Background: an optimization exercise with open tools, aiming at small area, a short achievable clock period and few clock cycles per item. Do not read the settings as production practice.
The RTL was checked by simulation tests, not by an equivalence proof against the original design.
No activity file was given, so power comes from the tool's default toggle rates.

**flow/design.v**
```verilog
package rau_pkg;
    localparam logic [2:0] ACT_ADD = 3'd0;
    localparam logic [2:0] ACT_SUB = 3'd1;
    localparam logic [2:0] ACT_MUL = 3'd2;
    localparam logic [2:0] ACT_DIV = 3'd3;
    localparam logic [2:0] ACT_CMP = 3'd4;
    localparam logic [1:0] ST_OK   = 2'd0;
    localparam logic [1:0] ST_OVF  = 2'd1;
    localparam logic [1:0] ST_DIVZ = 2'd2;
    localparam logic [1:0] ST_ZDEN = 2'd3;
endpackage
module rational_arithmetic_unit_core #(
    parameter int WIDTH = 32
) (
    input  logic         i_clk,
    input  logic         i_rst_n,
    input  logic         i_s_axis_tvalid,
    output logic         o_s_axis_tready,
    input  logic [135:0] i_s_axis_tdata,
    output logic         o_m_axis_tvalid,
    input  logic         i_m_axis_tready,
    output logic [71:0]  o_m_axis_tdata
);
    localparam int SH = 2;
    logic s_idle, s_fint, s_lda, s_ga, s_ldb, s_gb, s_m1, s_comb, s_m2, s_gr;
    logic s_c1, s_c2, s_c3, s_cs;
    logic        r_tready;
    logic        r_mvalid;
    logic [32:0] r_u;
    logic [31:0] r_v;
    logic [31:0] r_x1, r_x2, r_y1, r_y2;
    logic [31:0] r_rn, r_rd;
    logic        r_mul, r_div, r_sub;
    logic        r_sa, r_sb, r_sn;
    logic        r_ovx, r_ovy, r_stk;
    logic [1:0]  r_status;
    logic        r_lt, r_gt, r_eq, r_ok;
    logic [2:0]  p_act;
    logic [31:0] p_an, p_ad, p_bn, p_bd;
    assign p_act = i_s_axis_tdata[2:0];
    assign p_an  = i_s_axis_tdata[34:3];
    assign p_ad  = i_s_axis_tdata[66:35];
    assign p_bn  = i_s_axis_tdata[98:67];
    assign p_bd  = i_s_axis_tdata[130:99];
    logic        m_gcd, m_mul;
    logic        c_x, c_y;
    logic [33:0] a_w;
    logic        a_sub;
    logic [33:0] a_du;
    logic        a_gu;
    logic [32:0] a_dv;
    logic [33:0] a_su1, a_su2;
    logic        r_gcd, r_wv, r_gu;    
    assign m_gcd = r_gcd;
    assign m_mul = s_m1 || s_m2;
    assign c_x   = r_x1[31];
    logic        c_mx0, c_mx1, c_my0, c_my1, c_rx, c_ry;
    assign c_mx0 = r_mul ? r_u[0] : r_v[0];
    assign c_mx1 = r_mul ? r_u[1] : r_v[1];
    assign c_my0 = r_mul ? r_v[0] : r_u[0];
    assign c_my1 = r_mul ? r_v[1] : r_u[1];
    assign c_rx  = r_mul ? (r_u[31:2] != 30'd0) : (r_v[31:2] != 30'd0);
    assign c_ry  = r_mul ? (r_v[31:2] != 30'd0) : (r_u[31:2] != 30'd0);
    assign c_y   = r_y1[31];
    always_comb begin
        a_w   = '0;
        a_sub = 1'b1;
        if (s_cs) begin
            case ({c_x, c_y})
                2'b10:   begin a_w = {2'b00, r_v};               a_sub = 1'b0; end
                2'b01:   begin a_w = {2'b00, r_x2};              a_sub = 1'b1; end
                2'b11:   begin a_w = {{2{r_y2[31]}}, r_y2};      a_sub = 1'b0; end
                default: begin a_w = '0;                         a_sub = 1'b0; end
            endcase
        end else if (s_c3) begin
            a_w = {2'b00, r_x2};
        end else if (r_wv) begin
            a_w = {2'b00, r_v};
        end
    end
    assign a_du  = {r_u[32], r_u} + (a_w ^ {34{a_sub}}) + {33'd0, a_sub};
    assign a_gu  = r_gu;
    assign a_dv  = {1'b0, r_v} - (a_gu ? {1'b0, r_u[31:0]} : 33'd0);
    logic [31:0] k_ax, k_bx, k_sx, k_ay, k_by, k_sy;
    logic [32:0] k_cx, k_cy;
    assign k_ax  = (m_mul && !c_mx0) ? 32'd0 : r_x2;
    assign k_bx  = (m_mul && c_mx1) ? {r_x2[30:0], 1'b0} : 32'd0;
    assign k_sx  = r_x1 ^ k_ax ^ k_bx;
    assign k_cx  = {(r_x1 & k_ax) | (r_x1 & k_bx) | (k_ax & k_bx), 1'b0};
    assign k_ay  = (m_mul && !c_my0) ? 32'd0 : r_y2;
    assign k_by  = (m_mul && c_my1) ? {r_y2[30:0], 1'b0} : 32'd0;
    assign k_sy  = r_y1 ^ k_ay ^ k_by;
    assign k_cy  = {(r_y1 & k_ay) | (r_y1 & k_by) | (k_ay & k_by), 1'b0};
    assign a_su1 = {2'b00, k_sx} + {1'b0, k_cx};
    assign a_su2 = {2'b00, k_sy} + {1'b0, k_cy};
    function automatic int unsigned shamt(input logic [SH:0] d);
        int unsigned k;
        k = SH;
        for (int i = SH - 1; i >= 1; i--) begin
            if (d[i]) k = i;
        end
        shamt = k;
    endfunction
    logic        g_eu, g_ev, g_zu, g_eq, g_fin, g_e2, g_k1;
    logic        g_ustep, g_vstep;
    logic [32:0] g_ush;
    logic [31:0] g_vsh;
    int unsigned g_ku, g_kv;
    logic [31:0] g_r1, g_r2;
    assign g_eu    = ~r_u[0];
    assign g_ev    = ~r_v[0];
    assign g_e2    = g_eu && g_ev;
    assign g_zu    = (r_u[31:0] == 32'd0);
    assign g_eq    = (r_u[31:0] == r_v);
    assign g_fin   = g_zu || g_eq;
    assign g_ustep = g_eu || (!g_ev && !a_du[33]);
    assign g_vstep = g_ev || (!g_eu && a_du[33]);
    assign g_k1    = s_cs || g_e2;
    assign g_ku    = m_mul ? 2 : g_k1 ? 1 : shamt(a_du[SH:0]);
    assign g_kv    = m_mul ? 2 : g_k1 ? 1 : shamt(a_dv[SH:0]);
    assign g_ush   = {s_cs && a_du[33], a_du[32:1]} >> (g_ku - 1);
    assign g_vsh   = a_dv[31:0] >> g_kv;
    assign g_r1    = g_zu ? r_x2 : a_su1[31:0];
    assign g_r2    = g_zu ? r_y2 : a_su2[31:0];
    function automatic logic mfits(input logic [31:0] m, input logic s);
        mfits = !m[31] || (s && (m[30:0] == 31'd0));
    endfunction
    function automatic logic [31:0] rev32(input logic [31:0] a);
        for (int i = 0; i < 32; i++) rev32[i] = a[31 - i];
    endfunction
    logic        i_start, i_cmp, i_fast;
    logic        i_za, i_zb, i_sa, i_sb;
    assign i_start = i_s_axis_tvalid && (!r_mvalid || i_m_axis_tready);
    assign i_cmp   = (p_act == rau_pkg::ACT_CMP);
    assign i_za    = (p_an == 32'd0);
    assign i_zb    = (p_bn == 32'd0);
    assign i_sa    = p_an[31] ^ p_ad[31];
    assign i_sb    = p_bn[31] ^ p_bd[31];
    assign i_fast  = p_act > rau_pkg::ACT_CMP || p_ad == 32'd0 || p_bd == 32'd0 ||
                     (i_cmp && (i_za || i_zb || (i_sa != i_sb)));
    logic        f_sx, f_sq, f_same, f_sn;
    logic [32:0] f_nmag;
    always_comb begin
        f_sx   = r_mul ? (r_sa ^ r_sb) : r_sa;
        f_sq   = r_sb ^ r_sub;
        f_same = (f_sq == r_sa);
        if (f_same) begin
            f_nmag = a_su1[32:0];
            f_sn   = r_sa;
        end else if (!a_du[33]) begin
            f_nmag = a_du[32:0];
            f_sn   = r_sa;
        end else begin
            f_nmag = a_dv;
            f_sn   = f_sq;
        end
    end
    logic m1_end, m2_end;
    logic a_bad, b_bad, b_divz, m1_bad, comb_bad, m2_bad, r_bad, cs_end;
    assign m1_end   = (r_u[31:0] == 32'd0) && (r_v == 32'd0);
    assign m2_end   = (r_v == 32'd0);
    assign a_bad    = !mfits(g_r1, r_sa) || g_r2[31];
    assign b_bad    = !mfits(g_r1, r_sb) || g_r2[31];
    assign b_divz   = r_div && g_zu;
    assign m1_bad   = r_ovx || r_ovy ||
                      (m1_end && (!mfits(r_x1, f_sx) ||
                                  !mfits(r_y1, !r_mul && (r_div ? r_sb : f_sq))));
    assign comb_bad = 1'b0;
    assign m2_bad   = r_ovx || (m2_end && r_x1[31]) ||
                      !(r_u[32:31] == 2'b00 || (r_sn && r_u[32:0] == 33'h080000000));
    assign r_bad    = g_r2[31] || (!r_sn && g_r1[31]);
    assign cs_end   = (r_x1 == 32'd0) && (r_y1 == 32'd0);
    logic t_ga, t_gb, t_m1, t_m2, t_gr;
    assign t_ga = s_ga && g_fin;
    assign t_gb = s_gb && g_fin;
    assign t_gr = s_gr && g_fin;
    assign t_m1 = s_m1 && m1_end && !m1_bad;
    assign t_m2 = s_m2 && m2_end && !m2_bad;
    logic fin;        
    assign fin = s_fint || (t_gb && (b_bad || b_divz)) || (s_m1 && m1_bad) ||
                 (s_comb && comb_bad) || (s_m2 && m2_bad) || t_gr || (s_cs && cs_end);
    logic n_idle, n_fint, n_lda, n_ga, n_ldb, n_gb, n_m1, n_comb, n_m2, n_gr;
    logic n_c1, n_c2, n_c3, n_cs;
    assign n_idle = (s_idle && !i_start) || fin;
    assign n_fint = (s_idle && i_start && i_fast) || (t_ga && a_bad);
    assign n_lda  = s_idle && i_start && !i_fast && !i_cmp;
    assign n_ga   = s_lda || (s_ga && !g_fin);
    assign n_ldb  = t_ga && !a_bad;
    assign n_gb   = s_ldb || (s_gb && !g_fin);
    assign n_m1   = (t_gb && !b_bad && !b_divz) || (s_m1 && !m1_bad && !m1_end);
    assign n_comb = t_m1 && !r_mul && !r_div;
    assign n_m2   = (s_comb && !comb_bad) || (s_m2 && !m2_bad && !m2_end);
    assign n_gr   = (t_m1 && (r_mul || r_div)) || t_m2 || (s_gr && !g_fin);
    assign n_c1   = s_idle && i_start && !i_fast && i_cmp;
    assign n_c2   = s_c1;
    assign n_c3   = s_c2;
    assign n_cs   = s_c3 || (s_cs && !cs_end);
    always_ff @(posedge i_clk) begin
        if (!i_rst_n) begin
            s_idle   <= 1'b1;
            s_fint   <= 1'b0;
            s_lda    <= 1'b0;
            s_ga     <= 1'b0;
            s_ldb    <= 1'b0;
            s_gb     <= 1'b0;
            s_m1     <= 1'b0;
            s_comb   <= 1'b0;
            s_m2     <= 1'b0;
            s_gr     <= 1'b0;
            s_c1     <= 1'b0;
            s_c2     <= 1'b0;
            s_c3     <= 1'b0;
            s_cs     <= 1'b0;
            r_gcd    <= 1'b0;
            r_wv     <= 1'b0;
            r_gu     <= 1'b0;
            r_tready <= 1'b0;
            r_mvalid <= 1'b0;
        end else begin
            if (fin) begin
                r_mvalid <= 1'b1;
            end else if (i_m_axis_tready) begin
                r_mvalid <= 1'b0;
            end
            r_tready <= (s_idle && i_start && (i_fast || i_cmp)) || t_ga;
            s_idle <= n_idle;
            s_fint <= n_fint;
            s_lda  <= n_lda;
            s_ga   <= n_ga;
            s_ldb  <= n_ldb;
            s_gb   <= n_gb;
            s_m1   <= n_m1;
            s_comb <= n_comb;
            s_m2   <= n_m2;
            s_gr   <= n_gr;
            s_c1   <= n_c1;
            s_c2   <= n_c2;
            s_c3   <= n_c3;
            s_cs   <= n_cs;
            r_gcd  <= n_ga || n_gb || n_gr;
            r_wv   <= ((n_ga || n_gb || n_gr) && (e_u ? d_u[0] : r_u[0])) || n_comb;
            r_gu   <= ((n_ga || n_gb || n_gr) && (e_v ? d_v[0] : r_v[0])) || n_comb;
        end
    end
    always_ff @(posedge i_clk) begin
        if (s_idle) begin
            r_mul <= (p_act == rau_pkg::ACT_MUL);
            r_div <= (p_act == rau_pkg::ACT_DIV);
            r_sub <= (p_act == rau_pkg::ACT_SUB);
            r_sa  <= i_sa;
        end
        if (t_ga) r_sb <= i_sb;
        if (t_m1) r_sn <= r_sa ^ r_sb;
        if (s_comb) r_sn <= f_sn;
        if (t_gb || s_comb) begin
            r_ovx <= 1'b0;
            r_ovy <= 1'b0;
        end else if (m_mul) begin
            r_ovx <= r_ovx || ((c_mx0 || c_mx1) && (a_su1[33:32] != 2'b00)) ||
                     (r_x2[31] && c_mx1) || ((r_x2[31:30] != 2'b00) && c_rx);
            r_ovy <= r_ovy || ((c_my0 || c_my1) && (a_su2[33:32] != 2'b00)) ||
                     (r_y2[31] && c_my1) || ((r_y2[31:30] != 2'b00) && c_ry);
        end
        if (s_c3) r_stk <= 1'b0;
        else if (s_cs) r_stk <= r_stk | a_du[0];
        if (s_idle && i_start) begin
            r_status <= (p_act <= rau_pkg::ACT_CMP && (p_ad == 32'd0 || p_bd == 32'd0)) ?
                        rau_pkg::ST_ZDEN : rau_pkg::ST_OK;
            r_ok     <= 1'b0;
            if (i_cmp && p_ad != 32'd0 && p_bd != 32'd0) begin
                r_eq <= i_za && i_zb;
                r_lt <= (i_za && !i_zb && !i_sb) || (!i_za && i_zb && i_sa) ||
                        (!i_za && !i_zb && i_sa && !i_sb);
                r_gt <= (i_za && !i_zb && i_sb) || (!i_za && i_zb && !i_sa) ||
                        (!i_za && !i_zb && !i_sa && i_sb);
            end else begin
                r_eq <= 1'b0;
                r_lt <= 1'b0;
                r_gt <= 1'b0;
            end
        end
        if ((t_ga && a_bad) || (t_gb && b_bad) || (s_m1 && m1_bad) || (s_comb && comb_bad) ||
            (s_m2 && m2_bad) || (t_gr && r_bad)) begin
            r_status <= rau_pkg::ST_OVF;
        end else if (t_gb && b_divz) begin
            r_status <= rau_pkg::ST_DIVZ;
        end
        if (t_gr && !r_bad) r_ok <= 1'b1;
        if (s_cs && cs_end) begin
            if (r_u == 33'd0 && !r_stk) begin
                r_eq <= 1'b1;
            end else if (r_u[32] ^ r_sa) begin
                r_lt <= 1'b1;
            end else begin
                r_gt <= 1'b1;
            end
        end
    end
    logic g_run, g_both, g_us, g_vs, g_cu, g_cv, m1_run, m2_run;
    assign g_run  = m_gcd && !g_fin;
    assign g_both = g_run && g_e2;                   
    assign g_us   = g_run && !g_e2 && g_ustep;       
    assign g_vs   = g_run && !g_e2 && g_vstep;       
    assign g_cu   = g_us && !g_eu;                   
    assign g_cv   = g_vs && !g_ev;                   
    assign m1_run = s_m1 && !m1_end;
    assign m2_run = s_m2 && !m2_end;
    logic [31:0] p_xa, p_xd;
    logic        p_sa, p_sd;
    assign p_xa = s_idle ? (p_an ^ {32{p_an[31]}}) : (p_bn ^ {32{p_bn[31]}});
    assign p_xd = s_idle ? (p_ad ^ {32{p_ad[31]}}) : (p_bd ^ {32{p_bd[31]}});
    assign p_sa = s_idle ? p_an[31] : p_bn[31];
    assign p_sd = s_idle ? p_ad[31] : p_bd[31];
    logic k_port, k_init, k_neg;
    assign k_port = s_idle || t_ga || s_c1;
    assign k_init = s_lda || s_ldb || (t_m1 && (r_mul || r_div)) || t_m2;
    assign k_neg  = (t_m1 && (r_sa ^ r_sb)) || (t_m2 && r_sn);
    logic        u_su1, u_sh, u_r1, u_x1, u_nm, u_0;
    logic        v_su2, v_sh, v_r2, v_y1, v_rn, v_x1, v_u;
    logic        x1_sh, x1_su1, x1_0, x1_rev;
    logic        x2_su1, x2_y1, x2_sh, x2_rn, x2_rd;
    logic        y1_sh, y1_su2, y1_0, y1_rev;
    logic        y2_su2, y2_sh, y2_rd, y2_du;
    assign u_su1  = s_lda || s_ldb || s_c1;
    assign u_sh   = g_us || g_both || m1_run || s_cs;
    assign u_r1   = t_gb;
    assign u_x1   = t_m1;
    assign u_nm   = s_comb;
    assign u_0    = s_c3;
    assign v_su2  = s_lda || s_ldb || s_c1;
    assign v_sh   = g_vs || g_both || m1_run || m2_run;
    assign v_r2   = t_gb;
    assign v_y1   = t_m1;
    assign v_rn   = s_comb;
    assign v_x1   = t_m2;
    assign v_u    = s_c2;
    assign x1_sh  = g_us || s_cs;
    assign x1_su1 = g_cv || ((m1_run || m2_run) && (c_mx0 || c_mx1));
    assign x1_0   = t_gb || s_comb;
    assign x1_rev = s_c2;
    assign x2_su1 = g_cu || s_c2;
    assign x2_y1  = t_m1 && !r_mul && !r_div;
    assign x2_sh  = g_vs || m1_run || m2_run;
    assign x2_rn  = t_gb;
    assign x2_rd  = s_comb;
    assign y1_sh  = g_us || s_cs;
    assign y1_su2 = g_cv || (m1_run && (c_my0 || c_my1));
    assign y1_0   = t_gb;
    assign y1_rev = s_c2;
    assign y2_su2 = g_cu;
    assign y2_sh  = g_vs || m1_run;
    assign y2_rd  = t_gb;
    assign y2_du  = s_c3;
    logic        e_u, e_v, e_x1, e_x2, e_y1, e_y2;
    logic [32:0] d_u;
    logic [31:0] d_v, d_x1, d_x2, d_y1, d_y2;
    always_comb begin
        e_u  = u_su1 || u_sh || u_r1 || u_x1 || u_nm || u_0;
        d_u  = ({33{u_su1}} & {1'b0, a_su1[31:0]})
             | ({33{u_sh}}  & g_ush)
             | ({33{u_r1}}  & {1'b0, g_r1})
             | ({33{u_x1}}  & {1'b0, r_x1})
             | ({33{u_nm}}  & f_nmag);
        e_v  = v_su2 || v_sh || v_r2 || v_y1 || v_rn || v_x1 || v_u;
        d_v  = ({32{v_su2}} & a_su2[31:0])
             | ({32{v_sh}}  & g_vsh)
             | ({32{v_r2}}  & g_r2)
             | ({32{v_y1}}  & r_y1)
             | ({32{v_rn}}  & r_rn)
             | ({32{v_x1}}  & r_x1)
             | ({32{v_u}}   & r_u[31:0]);
        e_x1 = k_port || k_init || x1_sh || x1_su1 || x1_0 || x1_rev;
        d_x1 = ({32{k_port}} & p_xa)
             | ({32{k_init}} & (k_neg ? 32'hffff_ffff : 32'd1))
             | ({32{x1_sh}}  & (r_x1 << g_ku))
             | ({32{x1_su1}} & a_su1[31:0])
             | ({32{x1_rev}} & rev32(a_su2[31:0]));
        e_x2 = k_port || k_init || x2_su1 || x2_y1 || x2_sh || x2_rn || x2_rd;
        d_x2 = ({32{k_port}} & {31'd0, p_sa})
             | ({32{x2_su1}} & a_su1[31:0])
             | ({32{x2_y1}}  & r_y1)
             | ({32{x2_sh}}  & (r_x2 << g_kv))
             | ({32{x2_rn}}  & r_rn)
             | ({32{x2_rd}}  & r_rd);
        e_y1 = k_port || k_init || y1_sh || y1_su2 || y1_0 || y1_rev;
        d_y1 = ({32{k_port}} & p_xd)
             | ({32{y1_sh}}  & (r_y1 << g_ku))
             | ({32{y1_su2}} & a_su2[31:0])
             | ({32{y1_rev}} & rev32(r_v));
        e_y2 = k_port || k_init || y2_su2 || y2_sh || y2_rd || y2_du;
        d_y2 = ({32{k_port}} & {31'd0, p_sd})
             | ({32{k_init}} & 32'd1)
             | ({32{y2_su2}} & a_su2[31:0])
             | ({32{y2_sh}}  & (r_y2 << g_kv))
             | ({32{y2_rd}}  & r_rd)
             | ({32{y2_du}}  & a_du[31:0]);
    end
    always_ff @(posedge i_clk) begin
        if (e_u)  r_u  <= d_u;
        if (e_v)  r_v  <= d_v;
        if (e_x1) r_x1 <= d_x1;
        if (e_x2) r_x2 <= d_x2;
        if (e_y1) r_y1 <= d_y1;
        if (e_y2) r_y2 <= d_y2;
        if (t_ga || t_gr) begin
            r_rn <= g_r1;
            r_rd <= g_r2;
        end else if (t_gb) begin
            r_rn <= g_r2;
        end
    end
    assign o_s_axis_tready = r_tready;
    assign o_m_axis_tvalid = r_mvalid;
    assign o_m_axis_tdata  = {4'd0, r_eq, r_gt, r_lt, r_status,
                              r_ok ? r_rd[30:0] : 31'd1, r_ok ? r_rn : 32'd0};
endmodule
```
**flow/run.sh**
```bash
#!/bin/bash
# synth_recipe.tcl (not shown) runs the flow's synth.tcl, then flattens the netlist and writes it again
# the make line also repeats each setting of config.mk as NAME=value (left out here)
make -C /OpenROAD-flow-scripts/flow DESIGN_CONFIG=/design/flow/config.mk WORK_HOME=/design/flow/orfs CLKGATE_MAP_FILE= SYNTH_SCRIPT=/design/flow/synth_recipe.tcl finish
```
**flow/config.mk**
```make
export PLATFORM = sky130hd
export DESIGN_NAME = rational_arithmetic_unit_core
export DESIGN_NICKNAME = rational_arithmetic_unit_core
export VERILOG_FILES = /design/flow/design.v
export SDC_FILE = /design/flow/constraint.sdc
export NUM_CORES = 4
export LEC_CHECK = 0
export CAP_MARGIN = 20
export CORE_MARGIN = 2
export CORE_UTILIZATION = 40
export SETUP_SLACK_MARGIN = 5
export SLEW_MARGIN = 20
```
**flow/constraint.sdc**
```tcl
create_clock -name core_clock -period 10.0 [get_ports {i_clk}]
set_input_delay 2.0000 -clock core_clock [delete_from_list [all_inputs] [get_ports {i_clk}]]
set_output_delay 2.0000 -clock core_clock [all_outputs]
set_load 0.01 [all_outputs]
```
==> results by group, run 1 <==
Clock network
  – Clk slew on worst S/H paths: 0.06 ns
  – Sink Count: 291
  – CTS max path bufs: 3
  – CTS tree: built
  – H-tree depth: 2
  – Clock latency (worst-skew pair): 0.62 ns
  – CTS Root Cell: clkbuf_16
  – Total CTS buffers: 40

Worst setup path
  – Critical path type: register to register
  – CP max FO: 4
  – Critical Path Sink Type: register
  – Crit path DAT: 6.31 ns
  – CP startpoint kind: register
  – Worst Path Required: 10.50 ns

Timing
  – Fmax: 0.172 GHz
  – Final min period: 5.81 ns
  – Clock Skews: 0.0452 ns
  – Hold Fails Final Rpt: 0
  – Final setup violation count: 0
  – Slew @ Worst Pin: 1.32 ns
  – Fin. max-slew vios: 0
  – Setup TNS: 0 ns
  – Rel. slew slack: 11.6%
  – Unrepaired setup endpoints after global routing: true
  – Tcrit/Tclk final: 58.1%

Yosys
  – Post-synth ARST share: 0%
  – Distinct cell type count after synthesis: 91
  – Syn Inst Count: 3811
  – Post-synthesis sequential area ratio: 26.6%
  – Synth Area per Inst: 8.35 µm²
  – Post-synth EDFFs: 263
  – Synth Flop Type: edfxtp_1
  – Yosys warns: 1
  – #FFs+latches synth: 291
  – Cell Area, Synth: 31800 µm²

Global routing
  – GRT overflow: 0
  – GRT Total Usage: 43.6%
  – Largest net degree at the start of global routing: 72
  – Vias in the first global route: 33200
  – Initial antenna violation count: 15
  – First-pass GRT wire length: 254 mm

Layout
  – Layout cell share with drive strength beyond 1: 15.1%
  – Commonest non-fill, non-tap cell in the layout: nand2_1
  – Area delta synth->final: 25.0%
  – Commonest cells after routing, fill and taps aside: 465 x nand2_1, 263 x edfxtp_1, 246 x o21ai_0
  – Core Util, Final: 50.4%
  – Layout net count: 4371

Route
  – 1st-iter DRT viols: 6770
  – Post-DRT Antenna Nets: 0
  – # DRC: 0
  – Routed vias/inst: 7.16
  – DR pass1 iterations: 8
  – DRT Wirelength: 189 mm
  – Total vias in the final route: 36700
  – DR WL/cell: 36.8 µm

Floorplanning
  – Initial Util: 40.3%
  – Total I/O pin count: 214
  – Core area: 78900 µm²
  – Horiz. Die Dim: 286 µm
  – Die area: 81800 µm²
  – Cell Rows: 103
  – Die Span Y: 286 µm

Status
  – Status: no timing/DRC/antenna violations

Hold path
  – Hold crit path type: register to register

Power
  – Worst VDD drop: 0.119 mV
  – Pwr/cell area: 168 nW/µm²
  – Total power: 6.69 mW
  – P_leak: 15.3 nW

Place
  – Final GP Congestion: 1.09
  – Count of input and output buffers: 204
  – Placed wire-length estimate: 132 mm

Run
  – Number of max-cap violations: 0
## routing by layer
metal	wire length [µm]	vias to the layer above	global-route usage [%]
li1	-	14800	-
met1	66400	17600	53.3
met2	72200	3406	59.2
met3	31100	970	20.4
met4	18600	18	32.1
met5	370	-	1.51
## layout make-up
class / count / area (µm²)
clock buffers: 53 / 1120
diodes: 17 / 42.5
repair buffers: 468 / 4530
fillers: 7602 / 39100
multi-input cells: 3096 / 23600
flip-flops and latches: 291 / 8480
clock inverters: 19 / 173
inverters: 134 / 518
well taps: 1050 / 1310
## registers in the layout, summed over array words and instances (netlist names), 2 cells and up
name,flops
r_rd,32
r_rn,32
r_status,2
r_u,33
r_v,32
r_x1,32
r_x2,32
r_y1,32
r_y2,32
## cells in the mapped netlist, types with 28 or more instances
cell type | count | area share, %
a21oi_1 | 236 | 3.7
a21boi_0 | 33 | 0.78
a21o_1 | 69 | 1.6
o221ai_1 | 84 | 2.3
a222oi_1 | 80 | 2.5
nor3_1 | 52 | 0.82
buf_1 | 36 | 0.42
o21ai_1 | 43 | 0.68
edfxtp_1 | 263 | 25
ha_1 | 134 | 5.3
o211ai_1 | 37 | 0.87
a22o_1 | 40 | 1.1
a221oi_1 | 77 | 2.1
a31oi_1 | 32 | 0.63
inv_1 | 133 | 1.6
xnor2_1 | 142 | 3.9
nand4_1 | 43 | 0.85
nand3_1 | 46 | 0.72
fa_1 | 66 | 4.2
nor2_1 | 214 | 2.5
nand2_1 | 481 | 5.7
clkbuf_1 | 227 | 2.7
nor4_1 | 66 | 1.3
a22oi_1 | 29 | 0.68
and2_1 | 158 | 3.1
o21ai_0 | 280 | 4.4
mux2i_1 | 202 | 6.4
xor2_1 | 125 | 3.4
dfxtp_1 | 28 | 1.8
## worst max-delay path: stages (launching register included)
cell and delay [ns]:
edfxtp_1 0.53, buf_6 0.18, mux2i_2 0.15, nor2_4 0.27
nand2_2 0.09, fa_1 0.52, inv_2 0.05, ha_4 0.15
fa_2 0.41, a211oi_4 0.27, o21ai_2 0.13, and3_4 0.22
buf_6 0.12, o32ai_4 0.35, xor2_4 0.20, buf_12 0.16
a21oi_4 0.09, a2111oi_4 0.32, nand4_1 0.44, nor4_2 0.39
buf_4 0.23, buf_4 0.14, a21oi_2 0.05, nor4_1 0.22
## where the power goes
| group | leakage [nW] | switching (mW) | total, mW | internal, mW |
|---|---|---|---|---|
| Combinational | 11.8 | 2.13 | 3.32 | 1.19 |
| Sequential | 2.88 | 0.360 | 1.86 | 1.50 |
| Clock | 0.639 | 0.637 | 1.50 | 0.865 |
## stage by stage
stage | setup WS (ns) | instances | area, µm² | hold slack, ns
floorplan | 4.92 | 3814 | 32000 | 0.432
global placement | 2.64 | 4881 | 35000 | 0.458
detailed placement | 2.55 | 4881 | 35000 | 0.468
CTS | 4.46 | 5029 | 38000 | 0.480
global route | 4.17 | 5115 | 39700 | 0.490
finish | 4.19 | 5128 | 39800 | 0.479
## final timing paths
kind / from / end / slack [ns] / cells past startpoint
worst max-delay path: r_mul / s_ldb / 4.19 / 23
worst min-delay path: r_lt / r_lt / 0.48 / 1
worst max register to register: r_mul / s_ldb / 4.19 / 23
worst min register to register: r_lt / r_lt / 0.48 / 1
## cells by family (layout without fill, tap and decap cells)
family,Yosys count,in the layout,synth area share [%]
AOI/OAI and AO/OA,1230,1232,26.6
xor gates and xnor gates,267,267,7.35
adders and majority gates,200,200,9.42
buffers and inverters,431,674,5.47
DFF,291,291,26.6
muxes,227,227,7.25
other,1,21,0.0118
and+or+nand+nor,1164,1166,17.3
## timing repair
| item | in CTS | in global routing |
|---|---|---|
| hold buffers | 0 | 0 |
| setup endpoints to repair | 447 | 387 |
| resized for setup | 182 | 203 |
| setup buffers | 73 | 73 |
| gates cloned | 3 | 6 |
| pin swaps | 43 | 88 |
Testbench counts, summed over its fixed seeds: cycles 56,768, items 1,200.
==> inputs of run 2 (changes only) <==
--- a/flow/design.v
+++ b/flow/design.v
@@ -21,7 +21,7 @@
     input  logic         i_m_axis_tready,
     output logic [71:0]  o_m_axis_tdata
 );
-    localparam int SH = 2;
+    localparam int SH = 3;
     logic s_idle, s_fint, s_lda, s_ga, s_ldb, s_gb, s_m1, s_comb, s_m2, s_gr;
     logic s_c1, s_c2, s_c3, s_cs;
     logic        r_tready;
@@ -57,38 +57,28 @@
     logic        c_mx0, c_mx1, c_my0, c_my1, c_rx, c_ry;
     assign c_mx0 = r_mul ? r_u[0] : r_v[0];
     assign c_mx1 = r_mul ? r_u[1] : r_v[1];
-    assign c_my0 = r_mul ? r_v[0] : r_u[0];
-    assign c_my1 = r_mul ? r_v[1] : r_u[1];
+    assign c_my0 = (r_mul || s_m2) ? r_v[0] : r_u[0];
+    assign c_my1 = (r_mul || s_m2) ? r_v[1] : r_u[1];
     assign c_rx  = r_mul ? (r_u[31:2] != 30'd0) : (r_v[31:2] != 30'd0);
-    assign c_ry  = r_mul ? (r_v[31:2] != 30'd0) : (r_u[31:2] != 30'd0);
+    assign c_ry  = (r_mul || s_m2) ? (r_v[31:2] != 30'd0) : (r_u[31:2] != 30'd0);
     assign c_y   = r_y1[31];
-    always_comb begin
-        a_w   = '0;
-        a_sub = 1'b1;
-        if (s_cs) begin
-            case ({c_x, c_y})
-                2'b10:   begin a_w = {2'b00, r_v};               a_sub = 1'b0; end
-                2'b01:   begin a_w = {2'b00, r_x2};              a_sub = 1'b1; end
-                2'b11:   begin a_w = {{2{r_y2[31]}}, r_y2};      a_sub = 1'b0; end
-                default: begin a_w = '0;                         a_sub = 1'b0; end
-            endcase
-        end else if (s_c3) begin
-            a_w = {2'b00, r_x2};
-        end else if (r_wv) begin
-            a_w = {2'b00, r_v};
-        end
-    end
+    logic        r_wx2, r_wy2, r_wsub;
+    assign a_w   = ({34{r_wv}}  & {2'b00, r_v})
+                 | ({34{r_wx2}} & {2'b00, r_x2})
+                 | ({34{r_wy2}} & {{2{r_y2[31]}}, r_y2});
+    assign a_sub = r_wsub;
     assign a_du  = {r_u[32], r_u} + (a_w ^ {34{a_sub}}) + {33'd0, a_sub};
     assign a_gu  = r_gu;
     assign a_dv  = {1'b0, r_v} - (a_gu ? {1'b0, r_u[31:0]} : 33'd0);
     logic [31:0] k_ax, k_bx, k_sx, k_ay, k_by, k_sy;
     logic [32:0] k_cx, k_cy;
-    assign k_ax  = (m_mul && !c_mx0) ? 32'd0 : r_x2;
-    assign k_bx  = (m_mul && c_mx1) ? {r_x2[30:0], 1'b0} : 32'd0;
+    logic        r_kx0, r_kx1, r_ky0, r_ky1;
+    assign k_ax  = r_kx0 ? r_x2 : 32'd0;
+    assign k_bx  = r_kx1 ? {r_x2[30:0], 1'b0} : 32'd0;
     assign k_sx  = r_x1 ^ k_ax ^ k_bx;
     assign k_cx  = {(r_x1 & k_ax) | (r_x1 & k_bx) | (k_ax & k_bx), 1'b0};
-    assign k_ay  = (m_mul && !c_my0) ? 32'd0 : r_y2;
-    assign k_by  = (m_mul && c_my1) ? {r_y2[30:0], 1'b0} : 32'd0;
+    assign k_ay  = r_ky0 ? r_y2 : 32'd0;
+    assign k_by  = r_ky1 ? {r_y2[30:0], 1'b0} : 32'd0;
     assign k_sy  = r_y1 ^ k_ay ^ k_by;
     assign k_cy  = {(r_y1 & k_ay) | (r_y1 & k_by) | (k_ay & k_by), 1'b0};
     assign a_su1 = {2'b00, k_sx} + {1'b0, k_cx};
@@ -157,16 +147,19 @@
     end
     logic m1_end, m2_end;
     logic a_bad, b_bad, b_divz, m1_bad, comb_bad, m2_bad, r_bad, cs_end;
+    logic r_m1f;             
+    logic l_abad;            
+    assign l_abad   = !mfits(r_rn, r_sa) || r_rd[31];
     assign m1_end   = (r_u[31:0] == 32'd0) && (r_v == 32'd0);
     assign m2_end   = (r_v == 32'd0);
     assign a_bad    = !mfits(g_r1, r_sa) || g_r2[31];
     assign b_bad    = !mfits(g_r1, r_sb) || g_r2[31];
     assign b_divz   = r_div && g_zu;
-    assign m1_bad   = r_ovx || r_ovy ||
+    assign m1_bad   = (r_m1f && (!mfits(r_u[31:0], r_sb) || r_v[31])) || r_ovx || r_ovy ||
                       (m1_end && (!mfits(r_x1, f_sx) ||
-                                  !mfits(r_y1, !r_mul && (r_div ? r_sb : f_sq))));
+                                  !mfits(r_y1, !r_mul && r_sb)));
     assign comb_bad = 1'b0;
-    assign m2_bad   = r_ovx || (m2_end && r_x1[31]) ||
+    assign m2_bad   = r_ovy || (m2_end && r_y1[31]) ||
                       !(r_u[32:31] == 2'b00 || (r_sn && r_u[32:0] == 33'h080000000));
     assign r_bad    = g_r2[31] || (!r_sn && g_r1[31]);
     assign cs_end   = (r_x1 == 32'd0) && (r_y1 == 32'd0);
@@ -177,17 +170,24 @@
     assign t_m1 = s_m1 && m1_end && !m1_bad;
     assign t_m2 = s_m2 && m2_end && !m2_bad;
     logic fin;        
-    assign fin = s_fint || (t_gb && (b_bad || b_divz)) || (s_m1 && m1_bad) ||
+    assign fin = s_fint || (s_ldb && l_abad) || (t_gb && b_divz) || (s_m1 && m1_bad) ||
                  (s_comb && comb_bad) || (s_m2 && m2_bad) || t_gr || (s_cs && cs_end);
     logic n_idle, n_fint, n_lda, n_ga, n_ldb, n_gb, n_m1, n_comb, n_m2, n_gr;
-    logic n_c1, n_c2, n_c3, n_cs;
+    logic n_c1, n_c2, n_c3, n_cs, n_cx, n_cy;
+    assign n_cx   = e_x1 ? d_x1[31] : r_x1[31];
+    logic n_u0, n_u1, n_v0, n_v1;
+    assign n_u0   = e_u ? d_u[0] : r_u[0];
+    assign n_u1   = e_u ? d_u[1] : r_u[1];
+    assign n_v0   = e_v ? d_v[0] : r_v[0];
+    assign n_v1   = e_v ? d_v[1] : r_v[1];
+    assign n_cy   = e_y1 ? d_y1[31] : r_y1[31];
     assign n_idle = (s_idle && !i_start) || fin;
-    assign n_fint = (s_idle && i_start && i_fast) || (t_ga && a_bad);
+    assign n_fint = s_idle && i_start && i_fast;
     assign n_lda  = s_idle && i_start && !i_fast && !i_cmp;
     assign n_ga   = s_lda || (s_ga && !g_fin);
-    assign n_ldb  = t_ga && !a_bad;
-    assign n_gb   = s_ldb || (s_gb && !g_fin);
-    assign n_m1   = (t_gb && !b_bad && !b_divz) || (s_m1 && !m1_bad && !m1_end);
+    assign n_ldb  = t_ga;
+    assign n_gb   = (s_ldb && !l_abad) || (s_gb && !g_fin);
+    assign n_m1   = (t_gb && !b_divz) || (s_m1 && !m1_bad && !m1_end);
     assign n_comb = t_m1 && !r_mul && !r_div;
     assign n_m2   = (s_comb && !comb_bad) || (s_m2 && !m2_bad && !m2_end);
     assign n_gr   = (t_m1 && (r_mul || r_div)) || t_m2 || (s_gr && !g_fin);
@@ -213,6 +213,9 @@
             s_cs     <= 1'b0;
             r_gcd    <= 1'b0;
             r_wv     <= 1'b0;
+            r_wx2    <= 1'b0;
+            r_wy2    <= 1'b0;
+            r_wsub   <= 1'b1;
             r_gu     <= 1'b0;
             r_tready <= 1'b0;
             r_mvalid <= 1'b0;
@@ -238,7 +241,11 @@
             s_c3   <= n_c3;
             s_cs   <= n_cs;
             r_gcd  <= n_ga || n_gb || n_gr;
-            r_wv   <= ((n_ga || n_gb || n_gr) && (e_u ? d_u[0] : r_u[0])) || n_comb;
+            r_wv   <= ((n_ga || n_gb || n_gr) && (e_u ? d_u[0] : r_u[0])) || n_comb ||
+                      (n_cs && n_cx && !n_cy);
+            r_wx2  <= n_c3 || (n_cs && !n_cx && n_cy);
+            r_wy2  <= n_cs && n_cx && n_cy;
+            r_wsub <= !n_cs || (!n_cx && n_cy);
             r_gu   <= ((n_ga || n_gb || n_gr) && (e_v ? d_v[0] : r_v[0])) || n_comb;
         end
     end
@@ -250,6 +257,11 @@
             r_sa  <= i_sa;
         end
         if (t_ga) r_sb <= i_sb;
+        r_m1f <= t_gb;
+        r_kx0 <= !n_m1 || (r_mul ? n_u0 : n_v0);
+        r_kx1 <= n_m1 && (r_mul ? n_u1 : n_v1);
+        r_ky0 <= !(n_m1 || n_m2) || ((r_mul || n_m2) ? n_v0 : n_u0);
+        r_ky1 <= (n_m1 || n_m2) && ((r_mul || n_m2) ? n_v1 : n_u1);
         if (t_m1) r_sn <= r_sa ^ r_sb;
         if (s_comb) r_sn <= f_sn;
         if (t_gb || s_comb) begin
@@ -279,13 +291,13 @@
                 r_gt <= 1'b0;
             end
         end
-        if ((t_ga && a_bad) || (t_gb && b_bad) || (s_m1 && m1_bad) || (s_comb && comb_bad) ||
-            (s_m2 && m2_bad) || (t_gr && r_bad)) begin
+        if ((s_ldb && l_abad) || (s_m1 && m1_bad) || (s_comb && comb_bad) ||
+            (s_m2 && m2_bad)) begin
             r_status <= rau_pkg::ST_OVF;
         end else if (t_gb && b_divz) begin
             r_status <= rau_pkg::ST_DIVZ;
         end
-        if (t_gr && !r_bad) r_ok <= 1'b1;
+        if (t_gr) r_ok <= 1'b1;
         if (s_cs && cs_end) begin
             if (r_u == 33'd0 && !r_stk) begin
                 r_eq <= 1'b1;
@@ -330,26 +342,26 @@
     assign v_su2  = s_lda || s_ldb || s_c1;
     assign v_sh   = g_vs || g_both || m1_run || m2_run;
     assign v_r2   = t_gb;
-    assign v_y1   = t_m1;
+    assign v_y1   = t_m1 || t_m2;
     assign v_rn   = s_comb;
-    assign v_x1   = t_m2;
+    assign v_x1   = 1'b0;
     assign v_u    = s_c2;
     assign x1_sh  = g_us || s_cs;
-    assign x1_su1 = g_cv || ((m1_run || m2_run) && (c_mx0 || c_mx1));
-    assign x1_0   = t_gb || s_comb;
+    assign x1_su1 = g_cv || (m1_run && (c_mx0 || c_mx1));
+    assign x1_0   = t_gb;
     assign x1_rev = s_c2;
     assign x2_su1 = g_cu || s_c2;
     assign x2_y1  = t_m1 && !r_mul && !r_div;
-    assign x2_sh  = g_vs || m1_run || m2_run;
+    assign x2_sh  = g_vs || m1_run;
     assign x2_rn  = t_gb;
-    assign x2_rd  = s_comb;
+    assign x2_rd  = 1'b0;
     assign y1_sh  = g_us || s_cs;
-    assign y1_su2 = g_cv || (m1_run && (c_my0 || c_my1));
-    assign y1_0   = t_gb;
+    assign y1_su2 = g_cv || ((m1_run || m2_run) && (c_my0 || c_my1));
+    assign y1_0   = t_gb || s_comb;
     assign y1_rev = s_c2;
     assign y2_su2 = g_cu;
-    assign y2_sh  = g_vs || m1_run;
-    assign y2_rd  = t_gb;
+    assign y2_sh  = g_vs || m1_run || m2_run;
+    assign y2_rd  = t_gb || s_comb;
     assign y2_du  = s_c3;
     logic        e_u, e_v, e_x1, e_x2, e_y1, e_y2;
     logic [32:0] d_u;
@@ -411,6 +423,9 @@
     end
     assign o_s_axis_tready = r_tready;
     assign o_m_axis_tvalid = r_mvalid;
-    assign o_m_axis_tdata  = {4'd0, r_eq, r_gt, r_lt, r_status,
-                              r_ok ? r_rd[30:0] : 31'd1, r_ok ? r_rn : 32'd0};
+    logic o_bad, o_ok;
+    assign o_bad = r_rd[31] || (!r_sn && r_rn[31]);
+    assign o_ok  = r_ok && !o_bad;
+    assign o_m_axis_tdata  = {4'd0, r_eq, r_gt, r_lt, r_status | {1'b0, r_ok && o_bad},
+                              o_ok ? r_rd[30:0] : 31'd1, o_ok ? r_rn : 32'd0};
 endmodule
--- a/flow/config.mk
+++ b/flow/config.mk
@@ -7,6 +7,6 @@
 export LEC_CHECK = 0
 export CAP_MARGIN = 20
 export CORE_MARGIN = 2
-export CORE_UTILIZATION = 40
+export CORE_UTILIZATION = 30
 export SETUP_SLACK_MARGIN = 5
 export SLEW_MARGIN = 20
==> run 2 against run 1 <==
Effect of this change:
- die area increased by 33%
- cell count increased by 5.3%
- clock skew decreased by 0.013 ns
- wire length decreased by 4.8%
- synthesized cell count increased by 0.71%
- via count decreased by 2.9%
- largest power group unchanged
- critical endpoint is now r_u[29]
- highest routed layer unchanged
- combinational power decreased by 14%
==> results by group, run 2 <==
Status
  – Status: no timing/DRC/antenna violations (unchanged)

Timing
  – Fin. max-slew vios: 0 (unchanged)
  – Hold Fails Final Rpt: 0 (unchanged)
  – Clock Skews: 0.0323 ns (was 0.0452 ns)
  – Final setup violation count: 0 (unchanged)
  – Tcrit/Tclk final: 51.5% (was 58.1%)
  – Setup TNS: 0 ns (unchanged)
  – Unrepaired setup endpoints after global routing: true (unchanged)
  – Fmax: 0.194 GHz (was 0.172 GHz)
  – Slew @ Worst Pin: 1.24 ns (was 1.32 ns)
  – Final min period: 5.15 ns (was 5.81 ns)
  – Rel. slew slack: 16.7% (was 11.6%)

Worst setup path
  – R2R depth: 14 (was 23)
  – Crit path DAT: 5.48 ns (was 6.31 ns)
  – Slowest stage delay, CP: 0.71 ns (was 0.53 ns)
  – RR Startpoint: r_x2[10] (was r_mul)
  – Critical Path Sink Type: register (unchanged)
  – CP Cell Sequence: a222oi_1 > xnor2_1 > ha_1 > a21o_1 > a21o_1 > a21oi_1 > inv_1 > o31a_2 > a21oi_1 > xor2_2 > nor3_1 > a211oi_2 > o311ai_1 > a31o_2 (was buf_6 > mux2i_2 > nor2_4 > nand2_2 > fa_1 > inv_2 > ha_4 > fa_2 > a211oi_4 > o21ai_2 > and3_4 > buf_6 > o32ai_4 > xor2_4 > buf_12 > a21oi_4 > a2111oi_4 > nand4_1 > nor4_2 > buf_4 > buf_4 > a21oi_2 > nor4_1)
  – CP max FO: 7 (was 4)
  – Buf+Inv Stages, Crit Path: 1 (was 6)
  – Critical path's slowest cell: a222oi_1 (was edfxtp_1)
  – CP startpoint kind: register (unchanged)
  – R2r setup slk: 4.85 ns (was 4.19 ns)
  – Critical path type: register to register (unchanged)
  – FF-to-FF End: r_u[29] (was s_ldb)
  – Largest delay share family, worst path: compound AO/OA/AOI/OAI gates (was simple AND/OR/NAND/NOR gates)
  – Worst Path Required: 10.33 ns (was 10.50 ns)

Clock network
  – H-tree depth: 2 (unchanged)
  – Sink Count: 299 (was 291)
  – Total CTS buffers: 36 (was 40)
  – Clock latency (worst-skew pair): 0.60 ns (was 0.62 ns)
  – Cts hold-fix bufs: 0 (unchanged)
  – CTS tree: built (unchanged)
  – CTS Root Cell: clkbuf_16 (unchanged)
  – CTS max path bufs: 3 (unchanged)
  – Clk slew on worst S/H paths: 0.07 ns (was 0.06 ns)

Layout
  – Commonest cells after routing, fill and taps aside: 446 x nand2_1, 285 x o21ai_0, 263 x edfxtp_1 (was 465 x nand2_1, 263 x edfxtp_1, 246 x o21ai_0)
  – Area delta synth->final: 18.4% (was 25.0%)
  – Most flops, register: r_u (unchanged)
  – Layout net count: 4315 (was 4371)
  – Post-Layout Cell Count: 5399 (was 5128)
  – Layout cell share with drive strength beyond 1: 8.85% (was 15.1%)
  – Max reg flops: 33 (unchanged)
  – Commonest non-fill, non-tap cell in the layout: nand2_1 (unchanged)

Global routing
  – First-pass GRT wire length: 248 mm (was 254 mm)
  – Largest net degree at the start of global routing: 118 (was 72)
  – Initial antenna violation count: 13 (was 15)
  – GRT Total Usage: 31.8% (was 43.6%)
  – Vias in the first global route: 33100 (was 33200)
  – GRT overflow: 0 (unchanged)

Yosys
  – Synth Area per Inst: 8.32 µm² (was 8.35 µm²)
  – Post-synth ARST share: 0% (unchanged)
  – Synth Area in XOR/XNOR: 8.39% (was 7.35%)
  – Synth area leaders: edfxtp_1 25%, ha_1 5.3%, nand2_1 5.3% (was edfxtp_1 25%, mux2i_1 6.4%, nand2_1 5.7%)
  – Cell taking the most area after synthesis: edfxtp_1 (unchanged)
  – Mux contribution to synthesized area: 4.07% (was 7.25%)
  – Largest family of logic cells by synthesized area: compound AO/OA/AOI/OAI gates (unchanged)
  – Synth Area in Adders: 9.42% (about the same)
  – Synth Area in Simple Gates: 19.2% (was 17.3%)
  – Distinct cell type count after synthesis: 92 (was 91)
  – Compound-cell area share of the yosys netlist: 27.8% (was 26.6%)
  – Most common library cells after synthesis: 449 x nand2_1, 300 x o21ai_0, 271 x a21oi_1, 263 x edfxtp_1, 229 x nor2_1 (was 481 x nand2_1, 280 x o21ai_0, 263 x edfxtp_1, 236 x a21oi_1, 227 x clkbuf_1)
  – Cell Area, Synth: 32000 µm² (was 31800 µm²)
  – Yosys warns: 1 (unchanged)
  – Post-synth EDFFs: 263 (unchanged)
  – #FFs+latches synth: 299 (was 291)
  – Syn Inst Count: 3838 (was 3811)
  – Share of the synthesized area in the top cell type: 24.7% (was 24.8%)
  – Synth Flop Type: edfxtp_1 (unchanged)
  – Post-synthesis sequential area ratio: 27.0% (was 26.6%)
  – Count leader, synth: nand2_1 (unchanged)

Route
  – DR pass1 iterations: 20 (was 8)
  – DR WL/cell: 33.3 µm (was 36.8 µm)
  – DRT Wirelength: 180 mm (was 189 mm)
  – 1st-iter DRT viols: 6014 (was 6770)
  – Routed vias/inst: 6.61 (was 7.16)
  – Post-DRT Antenna Nets: 0 (unchanged)
  – # DRC: 0 (unchanged)
  – Total vias in the final route: 35700 (was 36700)

Hold path
  – Worst Hold Depth: 1 (unchanged)
  – Hold Crit Endpoint: r_ok (was r_lt)
  – Hold_sp: r_ok (was r_lt)
  – Hold crit path type: register to register (unchanged)

Place
  – Placed wire-length estimate: 131 mm (was 132 mm)
  – Placed insts: 5258 (was 4881)
  – Count of input and output buffers: 204 (unchanged)
  – Final GP Congestion: 1.07 (was 1.09)

Power
  – Total power: 6.07 mW (was 6.69 mW)
  – P_leak: 14.8 nW (was 15.3 nW)
  – Pwr/cell area: 161 nW/µm² (was 168 nW/µm²)
  – Worst VDD drop: 0.114 mV (was 0.119 mV)

Floorplanning
  – Total I/O pin count: 214 (unchanged)
  – Initial Util: 30.3% (was 40.3%)
  – Die Span Y: 330 µm (was 286 µm)
  – Cell Rows: 119 (was 103)
  – Core area: 105000 µm² (was 78900 µm²)
  – Die area: 109000 µm² (was 81800 µm²)
  – Horiz. Die Dim: 330 µm (was 286 µm)

Run
  – Number of max-cap violations: 0 (unchanged)
-- run 2: kinds of logic after synthesis --
logic type	Yosys count
AND/OR/NAND/NOR	1256
buffers and inverters	340
XOR/XNOR	306
multiplexers	127
AO/OA/AOI/OAI	1308
flip-flops	299
adder cells (fa/ha/maj)	201
other	1
-- run 2: worst max-delay path by stage --
stage / start / endpoint / cells after the start
floorplan: r_wsub / r_y2[0] / 16
global placement: r_wy2 / r_x2[0] / 16
detailed placement: r_wy2 / r_x2[0] / 16
CTS: r_wy2 / r_ky1 / 17
global route: r_wy2 / r_u[29] / 15
finish: r_x2[10] / r_u[29] / 14
-- run 2: what timing repair did --
item                                    in CTS  in global routing
pin swaps                                   17                 37
resized for setup                           75                 61
cloned                                       0                  2
buffers inserted                            18                 47
endpoints found under the setup margin     353                248
-- run 2: cell type report --
cell class | instances | area, µm²
fillers | 11000 | 67600
multi-input cells | 3203 | 22600
flip-flops and latches | 299 | 8630
repair buffers | 360 | 3370
well taps | 1391 | 1740
clock buffers | 51 | 1020
inverters | 74 | 294
clock inverters | 15 | 111
diodes | 6 | 15.0
-- run 2: metrics by stage --
stage,cell area (µm²),hold slack [ns],worst slack [ns],utilization (%)
floorplan,32000,0.432,5.02,-
global placement,35500,0.450,3.56,33.6
detailed placement,35500,0.459,3.57,33.7
CTS,37100,0.482,5.01,35.2
global route,37800,0.503,4.88,35.9
finish,37800,0.478,4.85,35.9
-- run 2: per-layer routing --
metal,vias to the layer above,GRT usage (%),part of all wire [%]
li1,14900,-,-
met1,17000,38.1,35
met2,3013,45.2,40
met3,763,14.0,16
met4,8,22.5,9.4
met5,-,0,0.027
-- run 2: report_power, final --
group          total (mW)  internal, mW  switching, mW
Sequential           1.87          1.53          0.332
Combinational        2.84         0.948           1.90
Clock                1.36         0.740          0.622
Testbench counts of run 2, summed over its fixed seeds: cycles 51,684, items 1,200.
==> inputs of run 3 (changes only) <==
--- a/flow/config.mk
+++ b/flow/config.mk
@@ -7,6 +7,6 @@
 export LEC_CHECK = 0
 export CAP_MARGIN = 20
 export CORE_MARGIN = 2
-export CORE_UTILIZATION = 30
+export CORE_UTILIZATION = 40
 export SETUP_SLACK_MARGIN = 5
 export SLEW_MARGIN = 20
==> run 3 against run 2 <==
Effect of this change:
- wire length is 3.7% lower
- largest cell class unchanged
- highest routed layer unchanged
- synthesized area stayed put
- clock skew is 0.0043 ns lower
- critical path type unchanged
- die area is 25% lower
- critical endpoint is now r_kx1
- largest power group unchanged
- sequential cell count stayed put
==> results by group, run 3 <==
Hold path
  – Hold crit path type: register to register (unchanged)

Worst setup path
  – Crit path DAT: 5.59 ns (was 5.48 ns)
  – R2r setup slk: 4.87 ns (was 4.85 ns)
  – Worst Path Required: 10.46 ns (was 10.33 ns)
  – Slowest stage delay, CP: 0.69 ns (was 0.71 ns)
  – CP Cell Sequence: inv_1 > ha_1 > nor4_1 > nand4_1 > o21ai_4 > nand2_2 > buf_4 > inv_2 > buf_6 > nand2_1 > nand2_1 > a21oi_1 > o21ai_1 > o31ai_1 > a21oi_2 (was a222oi_1 > xnor2_1 > ha_1 > a21o_1 > a21o_1 > a21oi_1 > inv_1 > o31a_2 > a21oi_1 > xor2_2 > nor3_1 > a211oi_2 > o311ai_1 > a31o_2)
  – Critical path's slowest cell: edfxtp_1 (was a222oi_1)
  – Largest delay share family, worst path: buffers and inverters (was compound AO/OA/AOI/OAI gates)
  – Critical path type: register to register (unchanged)
  – Buf+Inv Stages, Crit Path: 4 (was 1)
  – FF-to-FF End: r_kx1 (was r_u[29])
  – R2R depth: 15 (was 14)
  – CP max FO: 54 (was 7)
  – Worst Setup EP: r_kx1 (was r_u[29])
  – Worst Setup SP: r_u[0] (was r_x2[10])
  – Worst path depth: 15 (was 14)
  – Critical Path Sink Type: register (unchanged)
  – Most common cell on crit path: nand2_1
  – CP startpoint kind: register (unchanged)
  – RR Startpoint: r_u[0] (was r_x2[10])

Clock network
  – Cts hold-fix bufs: 0 (unchanged)
  – CTS Root Cell: clkbuf_16 (unchanged)
  – CTS max path bufs: 3 (unchanged)
  – CTS tree: built (unchanged)
  – Clk slew on worst S/H paths: 0.06 ns (was 0.07 ns)
  – Total CTS buffers: 38 (was 36)
  – Sink Count: 299 (unchanged)
  – Clock latency (worst-skew pair): 0.59 ns (was 0.60 ns)
  – H-tree depth: 2 (unchanged)

Layout
  – Area delta synth->final: 17.1% (was 18.4%)
  – Commonest cells after routing, fill and taps aside: 445 x nand2_1, 287 x o21ai_0, 263 x edfxtp_1 (was 446 x nand2_1, 285 x o21ai_0, 263 x edfxtp_1)
  – Layout cell share with drive strength beyond 1: 8.89% (was 8.85%)
  – Max reg flops: 33 (unchanged)
  – Layout net count: 4303 (was 4315)
  – Commonest non-fill, non-tap cell in the layout: nand2_1 (unchanged)
  – Core Util, Final: 47.3% (was 35.9%)
  – Most flops, register: r_u (unchanged)
  – Post-route design area: 37400 µm² (was 37800 µm²)
  – Fillers: 7837 (was 11000)

Route
  – Post-DRT Antenna Nets: 0 (unchanged)
  – DRT Wirelength: 173 mm (was 180 mm)
  – DR pass1 iterations: 10 (was 20)
  – Routed vias/inst: 7.09 (was 6.61)
  – 1st-iter DRT viols: 6625 (was 6014)
  – Total vias in the final route: 35800 (was 35700)
  – DR WL/cell: 34.3 µm (was 33.3 µm)
  – # DRC: 0 (unchanged)

Place
  – Placed wire-length estimate: 127 mm (was 131 mm)
  – Count of input and output buffers: 204 (unchanged)
  – Post-DP Area: 35000 µm² (was 35500 µm²)
  – Post-place setup slack: 3.52 ns (was 3.57 ns)
  – Final GP Congestion: 1.07 (about the same)

Timing
  – Final worst-path setup slack: 4.87 ns (was 4.85 ns)
  – Hold Fails Final Rpt: 0 (unchanged)
  – Unrepaired setup endpoints after global routing: true (unchanged)
  – Final setup violation count: 0 (unchanged)
  – Fmax: 0.195 GHz (was 0.194 GHz)
  – Clock Skews: 0.0280 ns (was 0.0323 ns)
  – Slew @ Worst Pin: 1.38 ns (was 1.24 ns)
  – Final min period: 5.13 ns (was 5.15 ns)
  – Fin. max-slew vios: 0 (unchanged)
  – Tcrit/Tclk final: 51.3% (was 51.5%)
  – Rel. slew slack: 7.36% (was 16.7%)
  – Setup TNS: 0 ns (unchanged)

Global routing
  – Initial antenna violation count: 11 (was 13)
  – Vias in the first global route: 33000 (was 33100)
  – First-pass GRT wire length: 242 mm (was 248 mm)
  – Largest net degree at the start of global routing: 110 (was 118)
  – GRT Total Usage: 40.7% (was 31.8%)
  – GRT overflow: 0 (unchanged)

Floorplanning
  – Die area: 82200 µm² (was 109000 µm²)
  – Initial Util: 40.4% (was 30.3%)
  – Die Span Y: 287 µm (was 330 µm)
  – Total I/O pin count: 214 (unchanged)
  – Core area: 79000 µm² (was 105000 µm²)
  – Cell Rows: 103 (was 119)
  – Horiz. Die Dim: 287 µm (was 330 µm)

Power
  – P_leak: 14.7 nW (was 14.8 nW)
  – Combinational share of power: 45.0% (was 46.8%)
  – Worst VDD drop: 0.104 mV (was 0.114 mV)
  – Pwr/cell area: 166 nW/µm² (was 161 nW/µm²)
  – P_sw: 2.85 mW (about the same)
  – Clock share of power: 24.8% (was 22.4%)
  – Total power: 6.19 mW (was 6.07 mW)
  – Internal Pwr Total: 3.34 mW (was 3.22 mW)
  – Sw Ratio: 46.0% (was 46.9%)
  – Sequential Power Share: 30.2% (was 30.7%)

Yosys
  – Synth Flop Type: edfxtp_1 (unchanged)
  – Cell taking the most area after synthesis: edfxtp_1 (unchanged)
  – #FFs+latches synth: 299 (unchanged)
  – Count leader, synth: nand2_1 (unchanged)
  – Most common library cells after synthesis: 449 x nand2_1, 300 x o21ai_0, 271 x a21oi_1, 263 x edfxtp_1, 229 x nor2_1 (unchanged)
  – Post-synth EDFFs: 263 (unchanged)
  – Post-synthesis sequential area ratio: 27.0% (unchanged)
  – Syn Inst Count: 3838 (unchanged)
  – Post-synth ARST share: 0% (unchanged)
  – Share of the synthesized area in the top cell type: 24.7% (unchanged)
  – Synth area leaders: edfxtp_1 25%, ha_1 5.3%, nand2_1 5.3% (unchanged)
  – Synth Area per Inst: 8.32 µm² (unchanged)
  – Distinct cell type count after synthesis: 92 (unchanged)
  – Cell Area, Synth: 32000 µm² (unchanged)
  – Yosys warns: 1 (unchanged)

Status
  – Status: no timing/DRC/antenna violations (unchanged)

Run
  – Number of max-cap violations: 0 (unchanged)
## run 3: cell counts after synthesis
Identical to the previous run, type by type.
## run 3: per-stage QoR
step,cells,hold WS (ns)
2_1_floorplan,3841,0.432
3_3_place_gp,4911,0.460
3_5_place_dp,4913,0.464
4_1_cts,4995,0.485
5_1_grt,5042,0.502
6_report,5045,0.478
## run 3: area by class of cell
| cell class | instances | area, µm² | share of cell area [%] |
|---|---|---|---|
| clock buffers | 50 | 1110 | 2.98 |
| inverters | 74 | 290 | 0.776 |
| clock inverters | 20 | 211 | 0.565 |
| repair buffers | 347 | 3190 | 8.54 |
| well taps | 1050 | 1310 | 3.51 |
| diodes | 3 | 7.51 | 0.0201 |
| flip-flops and latches | 299 | 8640 | 23.1 |
| multi-input cells | 3202 | 22600 | 60.5 |
## run 3: cell families after synthesis
logic type | count (synthesis) | share of synthesized area [%]
buf+inv | 340 | 4.20
compound gates | 1308 | 27.8
flops | 299 | 27.0
simple gates | 1256 | 19.2
xor+xnor | 306 | 8.39
fa+ha+maj | 201 | 9.42
other cells | 1 | 0.0117
mux | 127 | 4.07
## run 3: worst min-delay path by stage
stage	from	cells past startpoint	to	slack, ns
final	r_gt	2	r_gt	0.48
after global routing	r_gt	2	r_gt	0.50
after CTS	r_gt	2	r_gt	0.49
after detailed placement	r_ok	1	r_ok	0.46
after global placement	r_ok	1	r_ok	0.46
after floorplan	r_eq	2	r_eq	0.43
## run 3: power groups by stage
stage	Sequential, mW	Combinational [mW]	Clock (mW)
detailed placement	1.86	2.50	0
global placement	1.86	2.48	0
finish	1.87	2.79	1.54
global route	1.85	2.90	1.56
CTS	1.84	2.55	1.51
floorplan	1.69	1.56	0
## run 3: routing by layer
metal | global-route usage [%] | wire length (µm)
met1 | 50.4 | 61600
met2 | 58.1 | 68800
met3 | 17.0 | 28200
met4 | 25.6 | 14200
met5 | 0 | 132
## run 3: tightest hold or removal path, cell delays in order (launching register included)
cell and delay, ns:
dfxtp_1 0.33, nand2_1 0.06, nand3_1 0.07
## run 3: timing repair
item | 4_1_cts | 5_1_grt
resized for setup | 75 | 57
buffers inserted | 12 | 47
setup endpoints to repair | 444 | 246
gates cloned | 0 | 0
pin swaps | 9 | 22
endpoints found under the hold margin | 0 | 0
==> inputs of run 4 (changes only) <==
--- a/flow/config.mk
+++ b/flow/config.mk
@@ -7,6 +7,6 @@
 export LEC_CHECK = 0
 export CAP_MARGIN = 20
 export CORE_MARGIN = 2
-export CORE_UTILIZATION = 40
+export CORE_UTILIZATION = 25
 export SETUP_SLACK_MARGIN = 5
 export SLEW_MARGIN = 20
==> run 4 against run 3 <==
Effect of this change:
- critical path depth fell by 4
- via count is 2.0% higher
- cell area increased by 3.3%
- combinational power is 2% higher
- non-clock buffer count increased by 39
- register-to-register slack gained 0.04 ns
- sequential cell count did not move
- critical path type unchanged
==> results by group, run 4 <==
Timing
  – Hold Fails Final Rpt: 0 (unchanged)
  – Rel. slew slack: 15.9% (was 7.36%)
  – Final min period: 5.09 ns (was 5.13 ns)
  – Fin. max-slew vios: 0 (unchanged)
  – Unrepaired setup endpoints after global routing: true (unchanged)
  – Setup TNS: 0 ns (unchanged)
  – Slew @ Worst Pin: 1.26 ns (was 1.38 ns)
  – Final setup violation count: 0 (unchanged)
  – Clock Skews: 0.0305 ns (was 0.0280 ns)
  – Tcrit/Tclk final: 50.9% (was 51.3%)
  – Fmax: 0.196 GHz (was 0.195 GHz)
  – Hold WS: 0.479 ns (was 0.478 ns)

Worst setup path
  – Critical Path Sink Type: register (unchanged)
  – CP max FO: 25 (was 54)
  – CP startpoint kind: register (unchanged)
  – Worst Setup SP: r_u[21] (was r_u[0])
  – RR Startpoint: r_u[21] (was r_u[0])
  – Worst Path Required: 10.35 ns (was 10.46 ns)
  – Crit path DAT: 5.45 ns (was 5.59 ns)
  – Critical path type: register to register (unchanged)

Clock network
  – Clk slew on worst S/H paths: 0.07 ns (was 0.06 ns)
  – Clock latency (worst-skew pair): 0.58 ns (was 0.59 ns)
  – Sink Count: 299 (unchanged)
  – Total CTS buffers: 36 (was 38)
  – Cts hold-fix bufs: 0 (unchanged)
  – CTS max path bufs: 3 (unchanged)
  – H-tree depth: 2 (unchanged)
  – CTS Root Cell: clkbuf_16 (unchanged)
  – CTS tree: built (unchanged)

Global routing
  – GRT Total Usage: 27.7% (was 40.7%)
  – Initial antenna violation count: 20 (was 11)
  – Vias in the first global route: 33100 (was 33000)
  – Largest net degree at the start of global routing: 103 (was 110)
  – First-pass GRT wire length: 260 mm (was 242 mm)
  – GRT overflow: 0 (unchanged)

Yosys
  – #FFs+latches synth: 299 (unchanged)
  – Post-synthesis sequential area ratio: 27.0% (unchanged)
  – Synth Flop Type: edfxtp_1 (unchanged)
  – Post-synth EDFFs: 263 (unchanged)
  – Distinct cell type count after synthesis: 92 (unchanged)
  – Share of the synthesized area in the top cell type: 24.7% (unchanged)
  – Syn Inst Count: 3838 (unchanged)
  – Synth Area per Inst: 8.32 µm² (unchanged)
  – Most common library cells after synthesis: 449 x nand2_1, 300 x o21ai_0, 271 x a21oi_1, 263 x edfxtp_1, 229 x nor2_1 (unchanged)
  – Cell taking the most area after synthesis: edfxtp_1 (unchanged)
  – Yosys warns: 1 (unchanged)
  – Post-synth ARST share: 0% (unchanged)
  – Cell Area, Synth: 32000 µm² (unchanged)
  – Count leader, synth: nand2_1 (unchanged)
  – Synth area leaders: edfxtp_1 25%, ha_1 5.3%, nand2_1 5.3% (unchanged)

Route
  – Total vias in the final route: 36500 (was 35800)
  – 1st-iter DRT viols: 6681 (was 6625)
  – DR pass1 iterations: 13 (was 10)
  – Routed vias/inst: 6.40 (was 7.09)
  – DR WL/cell: 33.4 µm (was 34.3 µm)
  – Post-DRT Antenna Nets: 0 (unchanged)
  – DRT Wirelength: 191 mm (was 173 mm)
  – # DRC: 0 (unchanged)

Layout
  – Layout cell share with drive strength beyond 1: 9.88% (was 8.89%)
  – Commonest non-fill, non-tap cell in the layout: nand2_1 (unchanged)
  – Area delta synth->final: 20.9% (was 17.1%)
  – Post-Layout Cell Count: 5700 (was 5045)
  – Layout net count: 4343 (was 4303)
  – Commonest cells after routing, fill and taps aside: 446 x nand2_1, 281 x o21ai_0, 263 x edfxtp_1 (was 445 x nand2_1, 287 x o21ai_0, 263 x edfxtp_1)
  – Max reg flops: 33 (unchanged)
  – Most flops, register: r_u (unchanged)

Floorplanning
  – Cell Rows: 131 (was 103)
  – Initial Util: 25.1% (was 40.4%)
  – Horiz. Die Dim: 361 µm (was 287 µm)
  – Core area: 127000 µm² (was 79000 µm²)
  – Total I/O pin count: 214 (unchanged)
  – Die Span Y: 361 µm (was 287 µm)
  – Die area: 131000 µm² (was 82200 µm²)

Run
  – Number of max-cap violations: 0 (unchanged)

Power
  – Pwr/cell area: 157 nW/µm² (was 166 nW/µm²)
  – Worst VDD drop: 0.107 mV (was 0.104 mV)
  – P_leak: 15.0 nW (was 14.7 nW)

Hold path
  – Hold_sp: r_lt (was r_gt)
  – Hold crit path type: register to register (unchanged)

Place
  – Final GP Congestion: 1.05 (was 1.07)
  – Placed wire-length estimate: 138 mm (was 127 mm)
  – Placed insts: 5522 (was 4913)
  – Count of input and output buffers: 204 (unchanged)

Status
  – Status: no timing/DRC/antenna violations (unchanged)
==> run 4: path summary, 6_finish.rpt <==
check	depth (start not counted)	end	slack, ns
max	11	r_kx0	4.91
min reg2reg	2	r_lt	0.48
min	2	r_lt	0.48
max reg2reg	11	r_kx0	4.91
==> run 4: cell type report <==
class	count	area [µm²]
clock buffer	51	1020
timing repair buffer	386	3690
sequential	299	8630
multi-input combinational	3205	22800
inverter	74	297
fill	13500	88600
antenna	11	27.5
clock inverter	12	119
tap	1662	2080
==> run 4: critical path, stage by stage (launching register included) <==
cell	delay, ns
edfxtp_1	0.60
nor4_1	0.48
nand4_1	0.44
or4_4	0.90
o21ai_2	0.45
a21boi_4	0.46
nor4b_4	0.32
a21o_2	0.46
o21ai_1	0.20
a21o_1	0.22
o21ai_1	0.14
nand2_1	0.17
==> run 4: metal layers <==
layer,vias to the layer above,track usage (%),wire (µm)
met5,-,0,97
met3,727,10.9,29600
li1,14900,-,-
met1,17700,34.2,67400
met4,16,17.7,17700
met2,3142,39.9,75900
==> run 4: metrics by stage <==
step	total power, mW	setup WS, ns	utilization, %	area, µm²
finish	6.07	4.91	30.4	38600
global placement	4.34	3.82	28.1	35700
CTS	5.75	5.00	29.6	37600
floorplan	3.25	5.02	-	32000
global route	6.19	4.91	30.4	38600
detailed placement	4.36	3.80	28.1	35800
==> run 4: cells by family (layout without fill, tap and decap cells) <==
group | Yosys count | count (layout) | synth area share [%]
mux | 127 | 127 | 4.07
other cells | 1 | 15 | 0.0117
fa+ha+maj | 201 | 201 | 9.42
buf+inv | 340 | 523 | 4.20
xor+xnor | 306 | 306 | 8.39
flops | 299 | 299 | 27.0
compound gates | 1308 | 1309 | 27.8
simple gates | 1256 | 1258 | 19.2
==> run 4: timing repair <==
action | CTS | global route
resized for setup | 74 | 83
pin swaps | 29 | 41
buffers inserted | 41 | 47
setup endpoints to repair | 376 | 324
gates cloned | 3 | 7
==> run 4: where the power goes <==
group          switching [mW]  total, mW  internal (mW)
Clock                   0.616       1.36          0.740
Sequential              0.342       1.88           1.53
Combinational            1.89       2.84          0.947
Total                    2.85       6.07           3.22

## separate check: timing with driven ports
How much do the figures lean on ideal ports? The routed layouts below were timed once more, with nothing changed but the port constraints. Step 1, drivers: a clkbuf_16 drives i_clk and a buf_2 each remaining input, both assumed. Step 2, shift: input delay + t, output delay - t, t = (earliest + latest rising clock arrival at the registers) / 2. This alone moves slack from input paths to output paths. Slacks: ideal ports / drivers / drivers and shift; pairs: ideal ports / drivers.
run	t, ns	setup WS [ns]	worst setup path at the end	worst data-port slew with drivers (ns)	pins driven straight from the clock port
run 1	0.666	4.192 / 4.192 / 4.192	register to register	0.06	1
run 2	0.663	4.852 / 4.852 / 4.852	register to register	0.07	1
run 3	0.652	4.866 / 4.866 / 4.866	register to register	0.06	1
run 4	0.649	4.906 / 4.906 / 4.854	input to register	0.07	1
After both steps every run listed still meets setup and hold. For run 4, which loses most, drivers alone change the setup slack by 0.000 ns; drivers and shift together by -0.052 ns.
